Background: an optimization exercise with open tools, aiming at a short achievable clock period. Do not read the settings as production practice. The RTL was checked by simulation tests, not by an equivalence proof against the original design. Power is estimated from default activity; no workload was simulated.

// video_box_overlay
module video_box_overlay #(
  parameter int N_BOX   = 8,
  parameter int W_PIX   = 24,
  parameter int W_COORD = 12,
  parameter int W_THK   = 4,
  localparam int W_IDX  = (N_BOX > 1) ? $clog2(N_BOX) : 1
) (
  input  logic               clk,
  input  logic               rstn,
  input  logic               vsync,
  input  logic               hsync,
  input  logic               de,
  input  logic [W_PIX-1:0]   data,
  input  logic               cfg_we,
  input  logic [W_IDX-1:0]   cfg_idx,
  input  logic               cfg_en,
  input  logic               cfg_blend,
  input  logic [W_COORD-1:0] cfg_x,
  input  logic [W_COORD-1:0] cfg_y,
  input  logic [W_COORD-1:0] cfg_w,
  input  logic [W_COORD-1:0] cfg_h,
  input  logic [W_THK-1:0]   cfg_thick,
  input  logic [W_PIX-1:0]   cfg_color,
  output logic               vsync_o,
  output logic               hsync_o,
  output logic               de_o,
  output logic [W_PIX-1:0]   data_o,
  output logic               cfg_commit
);
  localparam int CW     = W_COORD + 1;
  localparam int N_LANE = W_PIX / 8;
  localparam logic [W_COORD-1:0] COORD_MAX = {W_COORD{1'b1}};
  logic               vsync_prev_r, de_prev_r;
  logic               vsync_rise_s, de_fall_s;
  assign vsync_rise_s = vsync & ~vsync_prev_r;
  assign de_fall_s    = ~de & de_prev_r;
  always_ff @(posedge clk or negedge rstn) begin
    if (!rstn) begin
      vsync_prev_r <= 1'b0;
      de_prev_r    <= 1'b0;
      cfg_commit   <= 1'b0;
    end else begin
      vsync_prev_r <= vsync;
      de_prev_r    <= de;
      cfg_commit   <= vsync_rise_s;
    end
  end
  logic [W_COORD-1:0] x_cnt_r [N_BOX];
  logic [W_COORD-1:0] y_cnt_r [N_BOX];
  always_ff @(posedge clk or negedge rstn) begin
    if (!rstn) begin
      for (int i = 0; i < N_BOX; i++) begin
        x_cnt_r[i] <= {W_COORD{1'b0}};
        y_cnt_r[i] <= {W_COORD{1'b0}};
      end
    end else begin
      for (int i = 0; i < N_BOX; i++) begin
        if (de_fall_s)
  ...
Size: about 13000 cells after synthesis, about 2200 flip-flops, about 120000 um2 of cells after synthesis.
clock: 5.3 ns
lec_check: 0
abc_clock_period_in_ps: 1500
cap_margin: 20
core_margin: 2
core_utilization: 70
cts_cluster_diameter: 80
cts_cluster_size: 25
place_density: 0.76
setup_slack_margin: 3.1
slew_margin: 20
synth_hierarchical: 0
tns_end_percent: 20
standard.sh (not shown) runs the stock make flow with config.mk's settings and CLKGATE_MAP_FILE= SYNTH_SCRIPT=/design/flow/synth_recipe.tcl, a recipe that flattens the netlist after the stock synthesis.
==> flow/flow/run.sh <==
#!/bin/bash
# Own flow: the standard layout (standard.sh) unchanged, except that the
# port buffers that global placement inserts are plain buf_4 cells instead of
# the cell buffer_ports picks by default (a slow delay cell on this platform).
set -euo pipefail
export BUFFER_PORTS_ARGS="-buffer_cell sky130_fd_sc_hd__buf_4"
bash standard.sh finish > flow_standard.log 2>&1
==> next run, changes <==
==> flow/run.sh (new file) <==
#!/bin/bash
# synth_recipe.tcl (not shown) runs the flow's synth.tcl, then flattens the netlist and writes it again
# the make line also repeats each setting of config.mk as NAME=value (left out here)
make -C /OpenROAD-flow-scripts/flow DESIGN_CONFIG=/design/flow/config.mk WORK_HOME=/design/flow/orfs CLKGATE_MAP_FILE= SYNTH_SCRIPT=/design/flow/synth_recipe.tcl finish
CORE_UTILIZATION = 75   (was 70)
PLACE_DENSITY = 0.82   (was 0.76)
SETUP_SLACK_MARGIN = 3.5   (was 3.1)
TNS_END_PERCENT = not set   (was 20)
removed: flow/flow/run.sh
removed: flow/standard.sh
After rerunning: The changed run did not get past 5_1_grt; synthesized area stays the same; synthesized cell count does not change.
==> next run, changes <==
CORE_UTILIZATION = 65   (was 75)
CTS_CLUSTER_DIAMETER = 60   (was 80)
CTS_CLUSTER_SIZE = 30   (was 25)
PLACE_DENSITY = not set   (was 0.82)
SETUP_SLACK_MARGIN = 3.3   (was 3.5)
Outcome:
- The changed run passed the timing, DRC and antenna checks
- synthesized cell count does not change
- synthesized area stays the same
==> next run, changes <==
CORE_UTILIZATION = 70   (was 65)
CTS_CLUSTER_DIAMETER = 80   (was 60)
CTS_CLUSTER_SIZE = 25   (was 30)
PLACE_DENSITY = 0.76   (was not set)
SETUP_SLACK_MARGIN = 3.1   (was 3.3)
TNS_END_PERCENT = 20   (was not set)
What happened: Core utilization falls by 2.0 points. Combinational power fell by about 20%. Cell area goes down by 8.9%. Sequential share of layout area went up by 3.5 points. Non-clock buffer count goes down by 587.

---

video_box_overlay again, from the RTL that the note above started with.
==> flow/design.v (excerpt) <==
module video_box_overlay #(
  parameter int N_BOX   = 8,
  parameter int W_PIX   = 24,
  parameter int W_COORD = 12,
  parameter int W_THK   = 4,
  localparam int W_IDX  = (N_BOX > 1) ? $clog2(N_BOX) : 1
) (
  input  logic               clk,
  input  logic               rstn,
  input  logic               vsync,
  input  logic               hsync,
  input  logic               de,
  input  logic [W_PIX-1:0]   data,
  input  logic               cfg_we,
  input  logic [W_IDX-1:0]   cfg_idx,
  input  logic               cfg_en,
  input  logic               cfg_blend,
  input  logic [W_COORD-1:0] cfg_x,
  input  logic [W_COORD-1:0] cfg_y,
  input  logic [W_COORD-1:0] cfg_w,
  input  logic [W_COORD-1:0] cfg_h,
  input  logic [W_THK-1:0]   cfg_thick,
  input  logic [W_PIX-1:0]   cfg_color,
  output logic               vsync_o,
  output logic               hsync_o,
  output logic               de_o,
  output logic [W_PIX-1:0]   data_o,
  output logic               cfg_commit
);
==> flow/config.mk <==
export PLATFORM = sky130hd
export DESIGN_NAME = video_box_overlay
export DESIGN_NICKNAME = video_box_overlay
export VERILOG_FILES = /design/flow/design.v
export SDC_FILE = /design/flow/constraint.sdc
export NUM_CORES = 4
export LEC_CHECK = 0
export ABC_CLOCK_PERIOD_IN_PS = 1000
export CAP_MARGIN = 20
export CORE_MARGIN = 2
export CORE_UTILIZATION = 65
export CTS_CLUSTER_DIAMETER = 80
export CTS_CLUSTER_SIZE = 25
export SETUP_SLACK_MARGIN = 3.3
export SLEW_MARGIN = 20
export SYNTH_HIERARCHICAL = 0
==> flow/constraint.sdc <==
create_clock -name core_clock -period 5.3 [get_ports {clk}]
set_input_delay 1.0600 -clock core_clock [delete_from_list [all_inputs] [get_ports {clk}]]
set_output_delay 1.0600 -clock core_clock [all_outputs]
set_load 0.01 [all_outputs]
run.sh (not shown) runs the stock make flow with config.mk's settings and CLKGATE_MAP_FILE= SYNTH_SCRIPT=/design/flow/synth_recipe.tcl, a recipe that flattens the netlist after the stock synthesis.
Stock flow here: none of the scripts above is used.
Change:
ABC_CLOCK_PERIOD_IN_PS = 1500   (was 1000)
Worst setup slack stays the same.
Clock skew stays the same.
Cell area does not change.
Sequential power hardly moves.
Power is unchanged.
Routed wire length is unchanged.
Via count is unchanged.
Synthesized area stays the same.

## static timing again, ports no longer ideal
The results above use ideal ports. As a check the final layouts listed here were re-extracted and re-timed, cells and wires unchanged.
Step 1 sets driving cells, clkbuf_16 on the clock port and buf_2 on the other inputs (assumed; they add their load-dependent delay and slew).
Step 2 adds t to the input delays and takes it off the output delays; t is the mean of the earliest and latest rising clock arrival at the registers after step 1. Input paths then give back, and output paths get back, about the clock's delay inside the block.
Slacks: no drivers / after step 1 / after step 2; pairs: no drivers / after step 1.
run	t, ns	slack for setup (ns)	hold slack, ns	latest minus earliest clock arrival (ns)
the first run of note 1	0.931	2.859 / 2.775 / 1.844	0.068 / 0.053 / 0.353	0.040 / 0.040
the third run of note 1	0.951	2.838 / 2.746 / 2.023	0.165 / 0.161 / 0.351	0.049 / 0.048
the fourth run of note 1	0.933	2.853 / 2.775 / 2.019	0.111 / 0.107 / 0.356	0.036 / 0.036
the first run of note 2	0.968	2.838 / 2.739 / 1.868	0.213 / 0.203 / 0.351	0.054 / 0.054
the second run of note 2	0.968	2.838 / 2.739 / 1.868	0.213 / 0.203 / 0.351	0.054 / 0.054
After both steps every run listed still meets setup and hold. The setup slack of the first run of note 1, which loses most, moves by -0.084 ns with the drivers and by -1.015 ns with both steps.
